What follows belongs to an exercise in optimizing a design on an open flow for small area, a short achievable clock period and few clock cycles per item; a production flow would make more cautious choices. In this exercise RTL edits were held to simulation tests only and were not proved equivalent to the original.

## die_temperature_average
module die_temperature_average
#(
    parameter int MAX_WINDOW   = 32,
    parameter int READING_BITS = 12
) (
    input  wire logic                                  aclk,
    input  wire logic                                  aresetn,
    input  wire logic [((2*READING_BITS+7)/8)*8-1:0]   s_tdata,
    input  wire logic                                  s_tuser,
    input  wire logic                                  s_tvalid,
    output logic                                       s_tready,
    output logic [15:0]                                m_tdata,
    output logic                                       m_tuser,
    output logic                                       m_tvalid,
    input  wire logic                                  m_tready,
    input  wire logic                                  psel,
    input  wire logic                                  penable,
    input  wire logic                                  pwrite,
    input  wire logic [3:0]                            paddr,
    input  wire logic [31:0]                           pwdata,
  ...
Size in the first run: roughly 1200 flip-flops, roughly 120 I/O pins, ~89000 um^2 of cells after synthesis.
export LEC_CHECK = 0
export ABC_AREA = 1
export CAP_MARGIN = 20
export CORE_MARGIN = 2
export CORE_UTILIZATION = 40
export CTS_CLUSTER_DIAMETER = 100
export CTS_CLUSTER_SIZE = 24
export PLACE_DENSITY = 0.7
export SETUP_SLACK_MARGIN = 2.0
export SLEW_MARGIN = 20
export TNS_END_PERCENT = 0
create_clock -name core_clock -period 6.0 [get_ports {aclk}]
run.sh (not shown) runs the stock make flow with config.mk's settings and CLKGATE_MAP_FILE= SYNTH_SCRIPT=/design/flow/synth_recipe.tcl, a recipe that flattens the netlist after the stock synthesis.
Testbench counts at the start, summed over its fixed seeds: cycles 1,792, items 1,280.
Rerun with:
--- a/flow/design.v
+++ b/flow/design.v
@@ -184,12 +184,13 @@
     end
     always_ff @(posedge aclk) begin
         if (!aresetn) begin
             filter_on_reg     <= 1'b1;
             window_length_reg <= 6'd8;
             ref_cal_reg       <= RB'(1500);
+            cal165_reg        <= 20'd247500;
             win_reg           <= 6'd8;
             win3_reg          <= 8'd24;
             dofilt_reg        <= 1'b1;
         end else if (cfg_write) begin
             case (paddr[3:2])
                 REG_FILTER_ON: begin
@@ -199,20 +200,22 @@
                 REG_WINDOW_LENGTH: begin
                     window_length_reg <= pwdata[5:0];
                     win_reg           <= win_new;
                     win3_reg          <= 8'(win_new) * 8'd3;
                     dofilt_reg        <= filter_on_reg && (win_new > 6'd1);
                 end
-                REG_REFERENCE_CAL: ref_cal_reg <= pwdata[RB-1:0];
+                REG_REFERENCE_CAL: begin
+                    ref_cal_reg <= pwdata[RB-1:0];
+                    cal165_reg  <= 20'(pwdata[RB-1:0]) * 20'd165;
+                end
                 default: ;
             endcase
         end
     end
     always_ff @(posedge aclk) begin
-        cal165_reg <= 20'(ref_cal_reg) * 20'd165;
-        cal495_reg <= 22'(ref_cal_reg) * 22'd495;
+        cal495_reg <= 22'(cal165_reg) + {1'b0, cal165_reg, 1'b0};
     end
     always_comb begin
         case (paddr[3:2])
             REG_FILTER_ON:     prdata = {31'd0, filter_on_reg};
             REG_WINDOW_LENGTH: prdata = {26'd0, window_length_reg};
             REG_REFERENCE_CAL: prdata = 32'(ref_cal_reg);
=> Final cell count fell by 0.93%; die area came out lower by 1.1%; design area is lower by 1.5%; routed wire length went up by 5.8%; clock-buffer cell count goes up by 9; flip-flop and latch count is unchanged; core utilization falls by 0.15 points.
Testbench counts after the change, summed over its fixed seeds: cycles 1,792, items 1,280.

--- another note on this design; it stands on its own ---

Setup of indigo:
## die_temperature_average
module die_temperature_average
#(
    parameter int MAX_WINDOW   = 32,
    parameter int READING_BITS = 12
) (
    input  wire logic                                  aclk,
    input  wire logic                                  aresetn,
    input  wire logic [((2*READING_BITS+7)/8)*8-1:0]   s_tdata,
    input  wire logic                                  s_tuser,
    input  wire logic                                  s_tvalid,
    output logic                                       s_tready,
    output logic [15:0]                                m_tdata,
    output logic                                       m_tuser,
    output logic                                       m_tvalid,
    input  wire logic                                  m_tready,
    input  wire logic                                  psel,
    input  wire logic                                  penable,
    input  wire logic                                  pwrite,
    input  wire logic [3:0]                            paddr,
    input  wire logic [31:0]                           pwdata,
    output logic [31:0]                                prdata,
    output logic                                       pready
);
    localparam int RB = READING_BITS;
    logic          filter_on_reg;
    logic [5:0]    window_length_reg;
    logic [RB-1:0] ref_cal_reg;
    logic [19:0]   cal165_reg;     
    logic [21:0]   cal495_reg;     
    logic [5:0]    win_reg;        
    logic [7:0]    win3_reg;       
    logic          dofilt_reg;     
    logic          cfg_write;
    logic [5:0]    wl_new;
    logic [5:0]    win_new;
    assign pready    = 1'b1;
    assign cfg_write = psel & penable & pwrite;
    always_comb begin
        wl_new = pwdata[5:0];
        if (wl_new == 6'd0)       win_new = 6'd1;
        else if (wl_new > 6'd32)  win_new = 6'd32;
        else                      win_new = wl_new;
    end
    always_ff @(posedge aclk) begin
        if (!aresetn) begin
            filter_on_reg     <= 1'b1;
            window_length_reg <= 6'd8;
  ...
Size: ~10,000 cells after synthesis, about 120 I/O pins, about 0.089 mm² of cells after synthesis.
clock: 6.0 ns
lec_check: 0
abc_area: 1
cap_margin: 20
core_margin: 2
core_utilization: 40
cts_cluster_diameter: 100
cts_cluster_size: 24
setup_slack_margin: 2.0
slew_margin: 20
tns_end_percent: 0
run.sh (not shown) runs the stock make flow with config.mk's settings and CLKGATE_MAP_FILE= SYNTH_SCRIPT=/design/flow/synth_recipe.tcl, a recipe that flattens the netlist after the stock synthesis.
Testbench counts of indigo, summed over its fixed seeds: cycles 1,792, items 1,280.
Changes in raven relative to indigo:
- PLACE_DENSITY now 0.8, previously not set
Notes after the runs:
- raven: all stages complete, timing, DRC and antenna checks passed
- Worst setup slack, raven and indigo, lower one = raven.
- Status: clock input transition at the sequential cells of the worst setup and hold paths parity (raven, indigo)
- On raven: maximum number of pins on one net before global-route repair is 17 higher than what indigo gave.
- Design area: raven vs indigo down about 1%
- raven against indigo: hold slack decreased 0.0074 ns, sequential share of layout area increased by 0.35 points relative to the old numbers.
- Routed wire length, raven vs indigo: down by a little under 10%

[re-timing with driven ports]
No port has a modelled driver above. Below, the same layouts with a new extraction and two added sets of constraints. Step 1 assumes that a clkbuf_16 drives the clock port and a buf_2 every other input. Step 2 adds t to the input delays and takes it off the output delays; t is the mean of the earliest and latest rising clock arrival at the registers after step 1. Input paths then give back, and output paths get back, about the clock's delay inside the block. Three values: ideal, step 1, step 2; two values: the first two.
run	shift t [ns]	setup slack, ns	hold WS [ns]	clock arrival spread, ns
the first run of note 1	0.817	1.622 / 1.622 / 1.173	0.419 / 0.419 / 0.419	0.064 / 0.063
the second run of note 1	0.837	1.622 / 1.459 / 0.949	0.423 / 0.423 / 0.423	0.037 / 0.037
indigo	0.816	1.600 / 1.504 / 0.995	0.417 / 0.417 / 0.417	0.072 / 0.072
raven	0.792	1.583 / 1.583 / 1.042	0.410 / 0.410 / 0.410	0.054 / 0.053
After both steps setup and hold are still met in every run listed. For the second run of note 1, which loses most, drivers alone change the setup slack by -0.163 ns; drivers and shift together by -0.673 ns.
